Source: an optimization exercise on an open RTL-to-GDS flow (aim: small area). Production flows keep margins and buffers that such runs may drop. The RTL was checked by simulation tests, not by an equivalence proof against the original design. Power is estimated from default activity; no workload was simulated.

===== design/flow/config.mk =====
export PLATFORM = sky130hd
export DESIGN_NAME = cpu_top
export DESIGN_NICKNAME = cpu_top
export VERILOG_FILES = /design/flow/design.v
export SDC_FILE = /design/flow/constraint.sdc
export NUM_CORES = 4
export LEC_CHECK = 0
export CAP_MARGIN = 20
export CELL_PAD_IN_SITES_DETAIL_PLACEMENT = 2
export CELL_PAD_IN_SITES_GLOBAL_PLACEMENT = 2
export CORE_MARGIN = 2
export CORE_UTILIZATION = 30
export SLEW_MARGIN = 20

===== design/flow/constraint.sdc =====
create_clock -name core_clock -period 11.0 [get_ports {clock}]
set_input_delay 2.2000 -clock core_clock [delete_from_list [all_inputs] [get_ports {clock}]]
set_output_delay 2.2000 -clock core_clock [all_outputs]
set_load 0.01 [all_outputs]

===== design/flow/design.v =====
`timescale 1ns/100ps
package cpu_pkg;
    typedef logic [31:0] word_t;
    typedef logic [4:0]  reg_index_t;
    typedef enum logic [1:0] {
        SIZE_BYTE = 2'd0,
        SIZE_HALF = 2'd1,
        SIZE_WORD = 2'd2
    } mem_size_t;
    typedef enum logic [4:0] {
        OPC_LOAD   = 5'b00000,
        OPC_OP_IMM = 5'b00100,
        OPC_AUIPC  = 5'b00101,
        OPC_STORE  = 5'b01000,
        OPC_OP     = 5'b01100,
        OPC_LUI    = 5'b01101,
        OPC_BRANCH = 5'b11000,
        OPC_JALR   = 5'b11001,
        OPC_JAL    = 5'b11011
    } opcode_t;
    typedef enum logic [3:0] {
        ALU_ADD, ALU_SUB, ALU_SLT, ALU_SLTU, ALU_XOR,
        ALU_OR, ALU_AND, ALU_SLL, ALU_SRL, ALU_SRA
    } alu_op_t;
    typedef enum logic [2:0] {
        BR_EQ  = 3'b000,
        BR_NE  = 3'b001,
        BR_LT  = 3'b100,
        BR_GE  = 3'b101,
        BR_LTU = 3'b110,
        BR_GEU = 3'b111
    } branch_cond_t;
    typedef enum logic [3:0] {
        CLASS_ALU_REG, CLASS_ALU_IMM, CLASS_LUI, CLASS_AUIPC, CLASS_BRANCH,
        CLASS_JAL, CLASS_JALR, CLASS_LOAD, CLASS_STORE, CLASS_SKIP
    } instr_class_t;
    localparam word_t INSTR_BYTES = 32'd4;
endpackage
`timescale 1ns/100ps
module instruction_decoder (
    input  cpu_pkg::word_t        instruction,
    output cpu_pkg::reg_index_t   rs1,
    output cpu_pkg::reg_index_t   rs2,
    output cpu_pkg::reg_index_t   rd,
    output cpu_pkg::word_t        immediate,
    output cpu_pkg::instr_class_t instr_class,
    output cpu_pkg::alu_op_t      alu_op,
    output cpu_pkg::branch_cond_t branch_cond,
    output cpu_pkg::mem_size_t    mem_size,
    output logic                  load_unsigned
);
    cpu_pkg::opcode_t opcode;
    logic [2:0]       funct3;
    assign opcode        = cpu_pkg::opcode_t'(instruction[6:2]);
    assign funct3        = instruction[14:12];
    assign rs1           = instruction[19:15];
    assign rs2           = instruction[24:20];
    assign rd            = instruction[11:7];
    assign mem_size      = cpu_pkg::mem_size_t'(funct3[1:0]);
    assign load_unsigned = funct3[2];
    assign branch_cond   = cpu_pkg::branch_cond_t'(funct3);
    always_comb begin
        instr_class = cpu_pkg::CLASS_SKIP;
        immediate   = {{20{instruction[31]}}, instruction[31:20]};  
        if (instruction[1:0] == 2'b11) begin
            case (opcode)
                cpu_pkg::OPC_OP_IMM: instr_class = cpu_pkg::CLASS_ALU_IMM;
                cpu_pkg::OPC_OP:     instr_class = cpu_pkg::CLASS_ALU_REG;
                cpu_pkg::OPC_JALR:   instr_class = cpu_pkg::CLASS_JALR;
                cpu_pkg::OPC_LUI, cpu_pkg::OPC_AUIPC: begin
                    instr_class = (opcode == cpu_pkg::OPC_LUI) ? cpu_pkg::CLASS_LUI
                                                                : cpu_pkg::CLASS_AUIPC;
                    immediate = {instruction[31:12], 12'b0};
                end
                cpu_pkg::OPC_JAL: begin
                    instr_class = cpu_pkg::CLASS_JAL;
                    immediate = {{12{instruction[31]}}, instruction[19:12], instruction[20],
                                 instruction[30:21], 1'b0};
                end
                cpu_pkg::OPC_BRANCH: begin
                    if (funct3[2:1] != 2'b01) instr_class = cpu_pkg::CLASS_BRANCH;
                    immediate = {{20{instruction[31]}}, instruction[7], instruction[30:25],
                                 instruction[11:8], 1'b0};
                end
                cpu_pkg::OPC_LOAD: begin
                    if (funct3[1:0] != 2'b11 && funct3 != 3'b110) begin  
                        instr_class = cpu_pkg::CLASS_LOAD;
                    end
                end
                cpu_pkg::OPC_STORE: begin
                    if (!funct3[2] && funct3[1:0] != 2'b11) instr_class = cpu_pkg::CLASS_STORE;
                    immediate = {{20{instruction[31]}}, instruction[31:25], instruction[11:7]};
                end
                default: ;
            endcase
        end
    end
    always_comb begin
        case (funct3)
            3'b000:  alu_op = (opcode == cpu_pkg::OPC_OP && instruction[30]) ? cpu_pkg::ALU_SUB
                                                                              : cpu_pkg::ALU_ADD;
            3'b001:  alu_op = cpu_pkg::ALU_SLL;
            3'b010:  alu_op = cpu_pkg::ALU_SLT;
            3'b011:  alu_op = cpu_pkg::ALU_SLTU;
            3'b100:  alu_op = cpu_pkg::ALU_XOR;
            3'b101:  alu_op = instruction[30] ? cpu_pkg::ALU_SRA : cpu_pkg::ALU_SRL;
            3'b110:  alu_op = cpu_pkg::ALU_OR;
            default: alu_op = cpu_pkg::ALU_AND;
        endcase
    end
endmodule
`timescale 1ns/100ps
module register_file (
    input  logic                clock,
    input  logic                reset,
    input  cpu_pkg::reg_index_t rs1,
    input  cpu_pkg::reg_index_t rs2,
    output cpu_pkg::word_t      rs1_data,
    output cpu_pkg::word_t      rs2_data,
    input  logic                write_enable,
    input  cpu_pkg::reg_index_t rd,
    input  cpu_pkg::word_t      rd_data
);
    cpu_pkg::word_t registers [1:31];  
    assign rs1_data = (rs1 == '0) ? '0 : registers[rs1];
    assign rs2_data = (rs2 == '0) ? '0 : registers[rs2];
    always_ff @(posedge clock or posedge reset) begin
        if (reset) begin
            for (int i = 1; i < 32; i++) begin
                registers[i] <= '0;
            end
        end else if (write_enable && rd != '0) begin
            registers[rd] <= rd_data;
        end
    end
endmodule
`timescale 1ns/100ps
module alu (
    input  cpu_pkg::alu_op_t      alu_op,
    input  cpu_pkg::word_t        operand_a,
    input  cpu_pkg::word_t        operand_b,
    output cpu_pkg::word_t        result,
    input  cpu_pkg::branch_cond_t branch_cond,
    output logic                  branch_taken
);
    logic [4:0] shift_amount;
    logic       equal;
    logic       less_signed;
    logic       less_unsigned;
    assign shift_amount  = operand_b[4:0];
    assign equal         = (operand_a == operand_b);
    assign less_signed   = ($signed(operand_a) < $signed(operand_b));
    assign less_unsigned = (operand_a < operand_b);
    always_comb begin
        case (alu_op)
            cpu_pkg::ALU_ADD:  result = operand_a + operand_b;
            cpu_pkg::ALU_SUB:  result = operand_a - operand_b;
            cpu_pkg::ALU_SLT:  result = {31'b0, less_signed};
            cpu_pkg::ALU_SLTU: result = {31'b0, less_unsigned};
            cpu_pkg::ALU_XOR:  result = operand_a ^ operand_b;
            cpu_pkg::ALU_OR:   result = operand_a | operand_b;
            cpu_pkg::ALU_AND:  result = operand_a & operand_b;
            cpu_pkg::ALU_SLL:  result = operand_a << shift_amount;
            cpu_pkg::ALU_SRL:  result = operand_a >> shift_amount;
            cpu_pkg::ALU_SRA:  result = $unsigned($signed(operand_a) >>> shift_amount);
            default:           result = operand_a + operand_b;
        endcase
    end
    always_comb begin
        case (branch_cond)
            cpu_pkg::BR_EQ:  branch_taken = equal;
            cpu_pkg::BR_NE:  branch_taken = !equal;
            cpu_pkg::BR_LT:  branch_taken = less_signed;
            cpu_pkg::BR_GE:  branch_taken = !less_signed;
            cpu_pkg::BR_LTU: branch_taken = less_unsigned;
            cpu_pkg::BR_GEU: branch_taken = !less_unsigned;
            default:         branch_taken = 1'b0;
        endcase
    end
endmodule
`timescale 1ns/100ps
module memory_port (
    input  logic               clock,
    input  logic               reset,
    input  logic               req_start,
    input  logic               req_write,
    input  cpu_pkg::word_t     req_address,
    input  cpu_pkg::mem_size_t req_size,
    input  cpu_pkg::word_t     req_store_data,
    input  logic               req_load_unsigned,
    output logic               req_done,
    output cpu_pkg::word_t     req_load_data,
    output cpu_pkg::word_t     memory_address,
    output cpu_pkg::word_t     memory_data_out,
    input  cpu_pkg::word_t     memory_data_in,
    output cpu_pkg::mem_size_t memory_data_size,
    output logic               memory_enable,
    output logic               memory_operation,
    input  logic               memory_ready
);
    typedef enum logic [1:0] {PORT_IDLE, PORT_REQUEST, PORT_WAIT_ACK} port_state_t;
    port_state_t state;
    logic        load_unsigned;
    assign req_done = (state == PORT_WAIT_ACK) && memory_ready;
    always_comb begin
        case (memory_data_size)
            cpu_pkg::SIZE_BYTE: req_load_data = {{24{!load_unsigned && memory_data_in[7]}},
                                                 memory_data_in[7:0]};
            cpu_pkg::SIZE_HALF: req_load_data = {{16{!load_unsigned && memory_data_in[15]}},
                                                 memory_data_in[15:0]};
            default:            req_load_data = memory_data_in;
        endcase
    end
    always_ff @(posedge clock or posedge reset) begin
        if (reset) begin
            state         <= PORT_IDLE;
            memory_enable <= 1'b0;
        end else begin
            case (state)
                PORT_IDLE: if (req_start) state <= PORT_REQUEST;
                PORT_REQUEST: begin
                    if (!memory_ready) begin  
                        memory_enable <= 1'b1;
                        state         <= PORT_WAIT_ACK;
                    end
                end
                default: begin
                    if (memory_ready) begin
                        memory_enable <= 1'b0;
                        state         <= PORT_IDLE;
                    end
                end
            endcase
        end
    end
    always_ff @(posedge clock) begin
        if (state == PORT_IDLE && req_start) begin
            memory_address   <= req_address;
            memory_operation <= req_write;
            memory_data_size <= req_size;
            load_unsigned    <= req_load_unsigned;
            case (req_size)
                cpu_pkg::SIZE_BYTE: memory_data_out <= {24'b0, req_store_data[7:0]};
                cpu_pkg::SIZE_HALF: memory_data_out <= {16'b0, req_store_data[15:0]};
                default:            memory_data_out <= req_store_data;
            endcase
        end
    end
endmodule
`timescale 1ns/100ps
module control_unit #(
    parameter cpu_pkg::word_t RESET_ADDRESS = 32'h0
) (
    input  logic                  clock,
    input  logic                  reset,
    output logic                  mem_start,
    output logic                  mem_write,
    output cpu_pkg::word_t        mem_address,
    output cpu_pkg::mem_size_t    mem_req_size,
    output cpu_pkg::word_t        mem_store_data,
    output logic                  mem_load_unsigned,
    input  logic                  mem_done,
    input  cpu_pkg::word_t        mem_load_data,
    output cpu_pkg::word_t        instruction,
    input  cpu_pkg::instr_class_t instr_class,
    input  cpu_pkg::word_t        immediate,
    input  cpu_pkg::word_t        rs1_data,
    input  cpu_pkg::word_t        rs2_data,
    input  cpu_pkg::word_t        alu_result,
    input  logic                  branch_taken,
    output cpu_pkg::word_t        operand_b,
    output logic                  write_enable,
    output cpu_pkg::word_t        rd_data,
    input  cpu_pkg::mem_size_t    mem_size,
    input  logic                  load_unsigned
);
    typedef enum logic [1:0] {STAGE_FETCH, STAGE_EXECUTE, STAGE_MEMORY} stage_t;
    stage_t         stage;
    logic           pending;    
    logic           is_mem_op;
    logic           writes_rd;
    cpu_pkg::word_t pc;
    cpu_pkg::word_t pc_plus_4;
    cpu_pkg::word_t pc_plus_imm;
    cpu_pkg::word_t effective_address;
    cpu_pkg::word_t next_pc;
    assign pc_plus_4         = pc + cpu_pkg::INSTR_BYTES;
    assign pc_plus_imm       = pc + immediate;
    assign effective_address = rs1_data + immediate;
    assign is_mem_op = (instr_class == cpu_pkg::CLASS_LOAD || instr_class == cpu_pkg::CLASS_STORE);
    assign writes_rd = !(instr_class == cpu_pkg::CLASS_BRANCH || instr_class == cpu_pkg::CLASS_SKIP)
                       && !is_mem_op;
    assign operand_b = (instr_class == cpu_pkg::CLASS_ALU_REG ||
                        instr_class == cpu_pkg::CLASS_BRANCH) ? rs2_data : immediate;
    assign mem_start         = (stage != STAGE_EXECUTE) && !pending;
    assign mem_write         = (stage == STAGE_MEMORY) && (instr_class == cpu_pkg::CLASS_STORE);
    assign mem_address       = (stage == STAGE_FETCH) ? pc : effective_address;
    assign mem_req_size          = (stage == STAGE_FETCH) ? cpu_pkg::SIZE_WORD : mem_size;
    assign mem_store_data    = rs2_data;
    assign mem_load_unsigned = load_unsigned;
    assign write_enable = (stage == STAGE_EXECUTE && writes_rd) ||
                          (stage == STAGE_MEMORY && instr_class == cpu_pkg::CLASS_LOAD && mem_done);
    always_comb begin
        case (instr_class)
            cpu_pkg::CLASS_ALU_REG, cpu_pkg::CLASS_ALU_IMM: rd_data = alu_result;
            cpu_pkg::CLASS_LUI:   rd_data = immediate;
            cpu_pkg::CLASS_AUIPC: rd_data = pc_plus_imm;
            cpu_pkg::CLASS_LOAD:  rd_data = mem_load_data;
            default:              rd_data = pc_plus_4;  
        endcase
    end
    always_comb begin
        case (instr_class)
            cpu_pkg::CLASS_BRANCH: next_pc = branch_taken ? pc_plus_imm : pc_plus_4;
            cpu_pkg::CLASS_JAL:    next_pc = pc_plus_imm;
            cpu_pkg::CLASS_JALR:   next_pc = {effective_address[31:1], 1'b0};
            default:               next_pc = pc_plus_4;
        endcase
    end
    always_ff @(posedge clock or posedge reset) begin
        if (reset) begin
            stage   <= STAGE_FETCH;
            pending <= 1'b0;
            pc      <= RESET_ADDRESS;
        end else begin
            case (stage)
                STAGE_EXECUTE: begin
                    if (is_mem_op) begin
                        stage <= STAGE_MEMORY;
                    end else begin
                        pc    <= next_pc;
                        stage <= STAGE_FETCH;
                    end
                end
                default: begin  
                    if (mem_start) pending <= 1'b1;
                    if (mem_done) begin
                        pending <= 1'b0;
                        if (stage == STAGE_FETCH) begin
                            stage <= STAGE_EXECUTE;
                        end else begin
                            pc    <= next_pc;
                            stage <= STAGE_FETCH;
                        end
                    end
                end
            endcase
        end
    end
    always_ff @(posedge clock) begin
        if (stage == STAGE_FETCH && mem_done) instruction <= mem_load_data;
    end
endmodule
`timescale 1ns/100ps
module cpu_top #(
    parameter cpu_pkg::word_t RESET_ADDRESS = 32'h0
) (
    input  logic               clock,
    input  logic               reset,
    output cpu_pkg::word_t     memory_address,
    input  cpu_pkg::word_t     memory_data_in,
    output cpu_pkg::word_t     memory_data_out,
    output cpu_pkg::mem_size_t memory_data_size,
    output logic               memory_enable,
    output logic               memory_operation,  
    input  logic               memory_ready
);
    cpu_pkg::word_t        instruction;
    cpu_pkg::reg_index_t   rs1;
    cpu_pkg::reg_index_t   rs2;
    cpu_pkg::reg_index_t   rd;
    cpu_pkg::word_t        immediate;
    cpu_pkg::instr_class_t instr_class;
    cpu_pkg::alu_op_t      alu_op;
    cpu_pkg::branch_cond_t branch_cond;
    cpu_pkg::mem_size_t    mem_size;
    logic                  load_unsigned;
    cpu_pkg::word_t        rs1_data;
    cpu_pkg::word_t        rs2_data;
    cpu_pkg::word_t        operand_b;
    cpu_pkg::word_t        alu_result;
    logic                  branch_taken;
    logic                  write_enable;
    cpu_pkg::word_t        rd_data;
    logic                  req_start;
    logic                  req_write;
    cpu_pkg::word_t        req_address;
    cpu_pkg::mem_size_t    req_size;
    cpu_pkg::word_t        req_store_data;
    logic                  req_load_unsigned;
    logic                  req_done;
    cpu_pkg::word_t        req_load_data;
    control_unit #(.RESET_ADDRESS(RESET_ADDRESS)) u_control_unit (
        .clock, .reset, .mem_start(req_start), .mem_write(req_write),
        .mem_address(req_address), .mem_req_size(req_size), .mem_store_data(req_store_data),
        .mem_load_unsigned(req_load_unsigned), .mem_done(req_done),
        .mem_load_data(req_load_data), .instruction, .instr_class, .immediate,
        .rs1_data, .rs2_data, .alu_result, .branch_taken, .operand_b,
        .write_enable, .rd_data, .mem_size, .load_unsigned
    );
    instruction_decoder u_instruction_decoder (
        .instruction, .rs1, .rs2, .rd, .immediate, .instr_class, .alu_op,
        .branch_cond, .mem_size, .load_unsigned
    );
    register_file u_register_file (
        .clock, .reset, .rs1, .rs2, .rs1_data, .rs2_data, .write_enable, .rd, .rd_data
    );
    alu u_alu (
        .alu_op, .operand_a(rs1_data), .operand_b, .result(alu_result),
        .branch_cond, .branch_taken
    );
    memory_port u_memory_port (
        .clock, .reset, .req_start, .req_write, .req_address, .req_size, .req_store_data,
        .req_load_unsigned, .req_done, .req_load_data, .memory_address, .memory_data_out,
        .memory_data_in, .memory_data_size, .memory_enable, .memory_operation, .memory_ready
    );
endmodule

===== design/flow/run.sh =====
#!/bin/bash
# synth_recipe.tcl (not shown) runs the flow's synth.tcl, then flattens the netlist and writes it again
# the make line also repeats each setting of config.mk as NAME=value (left out here)
make -C /OpenROAD-flow-scripts/flow DESIGN_CONFIG=/design/flow/config.mk WORK_HOME=/design/flow/orfs CLKGATE_MAP_FILE= SYNTH_SCRIPT=/design/flow/synth_recipe.tcl finish

==> run summary <==
* Layout cell share with drive strength beyond 1 at 0.127
* P_sw at 5.68 mW
* Clock slew seen by the registers of the worst setup and hold paths at 60 ps
* Clk latency of the worst-skew pair at 860 ps
* Cts repair resizes at 0
* Crit path max fanout at 30
* Core Region at 245,000 um^2
* P_int at 8.38 mW
* Vias in the first global route at 83,900
* Mapped Avg Cell Area at 8.31 um^2
* Wire length per cell at 45.6 um
* Clock power share at 0.370
* GRT overflow at 0
* Crit. Startpoint: u_control_unit.instruction[15]
* Clk sinks at 1,130
* Hold-fix buffers at CTS at 0
* Syn_nets at 9,084
* CTS tree: done
* Min-delay src: u_register_file.registers[15][3]
* Worst Setup End Kind: flip-flop
* FFs w/ async S/R, synth at 0.912
* Total CTS buffers at 147
* Multi-input combinational cell area at 42,300 um^2
* PortBufs at 102
* Hold WC Path Type: reg -> reg
* Routability cong. at 0.995
* YS warnings at 6
* Final setup vio count at 0
* Sw Ratio at 0.404
* Final Max Slew Viols at 0
* Post-CTS Setup Bufs at 0
* # IOs at 103
* Via Count at 84,300
* CTS root buf: clkbuf_16
* CP max-delay cell: and2_1
* WL final at 550 mm
* First-pass GRT wire length at 742 mm
* Drt pass-1 iters at 7
* CP peak stage delay at 1150 ps
* Filler cell count at 27,300
* Register area at 28,800 um^2
* Slew HR at 0.0725
* Max Clock Freq at 101 MHz
* Synth Register Bits at 1,130
* Die X at 500 um
* Drt drc at 0
* Pwr dens at 165 nW/um^2
* Slew @ Worst Pin at 1390 ps
* Final std cells w/o fill at 12,100
* Final worst path period need at 9910 ps
* Sequential area share after synthesis at 0.390
* Initial Util at 0.301
* Crit-path most repeated cell: o21ai_0
* Max VDD drop at 0.189 mV
* DR iter-0 viols at 12,100
* Seq pwr share at 0.327
* Post-synthesis cell type count at 119
* Worst Clk Skew at 67.8 ps
* RSZ-0062 raised after global routing: false
* CP required at 11,790 ps
* NumNets Final at 8,873
* Pin count of the biggest net entering global routing at 148
* Max clock buf depth at 3
* Die area at 250,000 um^2
* Synthesized cell area at 73,900 um^2
* Cell count after placement at 11,700
* Initial antenna violation count at 50
* Area growth syn-to-layout at 15.3%
* Startpoint types: flip-flop
* CTS H-tree depth at 4
* Pleak at 35.4 nW
* Die height at 500 um
* Status: no timing/DRC/antenna violations
* Max Cap Viol at 0
* Prevailing post-synth register cell: dfrtp_1
* Hold Slack at 514 ps
* Cell Rows at 182
* FF-to-FF Start: u_control_unit.instruction[15]
* Vias per cell at 6.99
* Comb power frac at 0.303
* Final worst path period share at 0.901
* Synth Instances at 8,885
* Setup CP Type: reg -> reg
* Global-route usage over all layers at 0.427
* Worst path cell trace: buf_4, and3_4, and2_1, a22oi_1, nand4_1, o31a_1, ha_1, inv_1, fa_1, or3_1, a31oi_1, o21a_1, o21ai_0, a211oi_1, o31a_1, o21ai_0, and3_1, o21ai_0, a21boi_0, a41oi_4, buf_4, mux2_2
* Reg2Reg Setup Slack at 1090 ps
* Arr. time, crit path at 10,700 ps
* DRT antenna net count at 0
* Hpwl dp at 376 mm
* Post-synth EDFFs at 100
* Final hold viol count at 0
-- worst max-delay path: cells and delay by family, from the launching register on --
kind | cells | cell delay [ps]
adders and majority gates | 2 | 810
buffers and inverters | 3 | 1010
and+or+nand+nor | 5 | 2670
DFF | 1 | 950
muxes | 1 | 210
AOI/OAI and AO/OA | 11 | 4100
-- final timing paths --
| path | to | cells after the start |
|---|---|---|
| max reg2reg | u_register_file.registers[25][22] | 22 |
| max | u_register_file.registers[25][22] | 22 |
| min in group asynchronous | u_register_file.registers[27][1] | 2 |
| min reg2reg | u_register_file.registers[15][3] | 2 |
| max in group asynchronous | u_register_file.registers[13][18] | 4 |
| min | u_register_file.registers[15][3] | 2 |
-- synth_stat cells (all sizes together), types with 73 or more instances --
| library cell | count | share of area |
|---|---|---|
| dfrtp | 1030 | 0.35 |
| nand2 | 1024 | 0.052 |
| nand3 | 843 | 0.057 |
| nor2 | 678 | 0.035 |
| o21ai | 650 | 0.044 |
| clkbuf | 632 | 0.032 |
| a21oi | 491 | 0.034 |
| a22oi | 466 | 0.047 |
| buf | 231 | 0.016 |
| mux2 | 200 | 0.032 |
| nand4 | 195 | 0.017 |
| a31oi | 188 | 0.016 |
| nor3 | 167 | 0.012 |
| ha | 160 | 0.027 |
| and3 | 152 | 0.013 |
| inv | 150 | 0.0076 |
| a211oi | 135 | 0.014 |
| o31ai | 117 | 0.012 |
| edfxtp | 100 | 0.041 |
| mux2i | 91 | 0.013 |
| xnor2 | 84 | 0.010 |
| a21o | 75 | 0.0076 |
| and2 | 73 | 0.0062 |
-- layout make-up --
class | count | share of cell area
multi-input cells | 6741 | 0.497
repair buffers | 503 | 0.0505
well taps | 3220 | 0.0473
flip-flops and latches | 1130 | 0.338
diodes | 52 | 0.00153
clock buffers | 213 | 0.0498
inverters | 151 | 0.00670
clock inverters | 56 | 0.00952
-- power by group through the flow --
stage / Clock (mW) / Combinational (mW) / Sequential, mW
floorplan: 0 / 2.11 / 4.58
global placement: 0 / 4.02 / 4.65
detailed placement: 0 / 4.07 / 4.66
CTS: 5.25 / 4.10 / 4.59
global route: 5.39 / 4.34 / 4.60
finish: 5.21 / 4.26 / 4.60
-- cells in the final DEF, fill, tap and decap left out, types with 143 or more instances in the layout --
cell type  instances
mux2_2           173
a21oi_1          467
o21ai_0          621
nor2_1           607
ha_1             160
a22oi_1          465
dfrtp_1         1030
nand2_1          999
a31oi_1          172
and3_1           149
nand4_1          195
clkbuf_16        152
nand3_1          833
buf_4            380
inv_1            143
nor3_1           152
-- state kept, by name (all words and copies together) (netlist names) --
register / flops
u_memory_port.memory_operation: 1
u_memory_port.memory_data_out: 32
u_memory_port.memory_enable: 1
u_memory_port.load_unsigned: 1
u_memory_port.memory_data_size: 2
u_control_unit.stage: 2
u_memory_port.state: 2
u_control_unit.pending: 1
u_control_unit.instruction: 32
u_memory_port.memory_address: 32
u_register_file.registers: 992
u_control_unit.pc: 32
-- routing by layer --
metal  vias up  part of all wire  GRT usage
met4        14             0.090      0.323
li1      32600                 -          -
met3      1903              0.10      0.112
met5         -           0.00019          0
met2      5725              0.42      0.625
met1     44000              0.39      0.535
-- per-stage QoR --
step	setup WS, ps	TNS (ps)	area, um^2	util	power, mW
2_1_floorplan	-5400	-5559800	73900	-	6.69
3_3_place_gp	1710	0	79900	0.325	8.67
3_5_place_dp	1640	0	79900	0.326	8.73
4_1_cts	1650	0	85000	0.346	13.9
5_1_grt	1140	0	85000	0.346	14.3
6_report	1090	0	85200	0.347	14.1
-- cell families (layout without fill, tap and decap cells) --
logic type                 Yosys count  after routing  share of synthesized area
adders and majority gates          164            164                     0.0282
buffers and inverters             1014            923                     0.0561
xor gates and xnor gates           125            125                     0.0148
muxes                              292            292                     0.0447
other                                0             52                          0
and+or+nand+nor                   3438           3438                      0.221
AOI/OAI and AO/OA                 2722           2722                      0.245
DFF                               1130           1130                      0.390

## static timing again, ports no longer ideal
No port has a modelled driver above. Below, the same layout with a new extraction and two added sets of constraints.
Step 1 assumes that a clkbuf_16 drives the clock port and a buf_2 every other input.
Step 2 moves the port delays by t, midway between the first and last clock arrival at a register: inputs arrive t later, outputs are due t later. That takes back most of the time a late clock gives input paths.
Three values: ideal ports, drivers, drivers and shift; two values: the first two.
t, ns: 0.935
setup slack, ns: 1.090 / 1.090 / 1.090
hold slack, ns: 0.514 / 0.514 / 0.514
After both steps setup and hold are still met in this run. For this run, drivers alone change the setup slack by 0.000 ns; drivers and shift together by 0.000 ns.
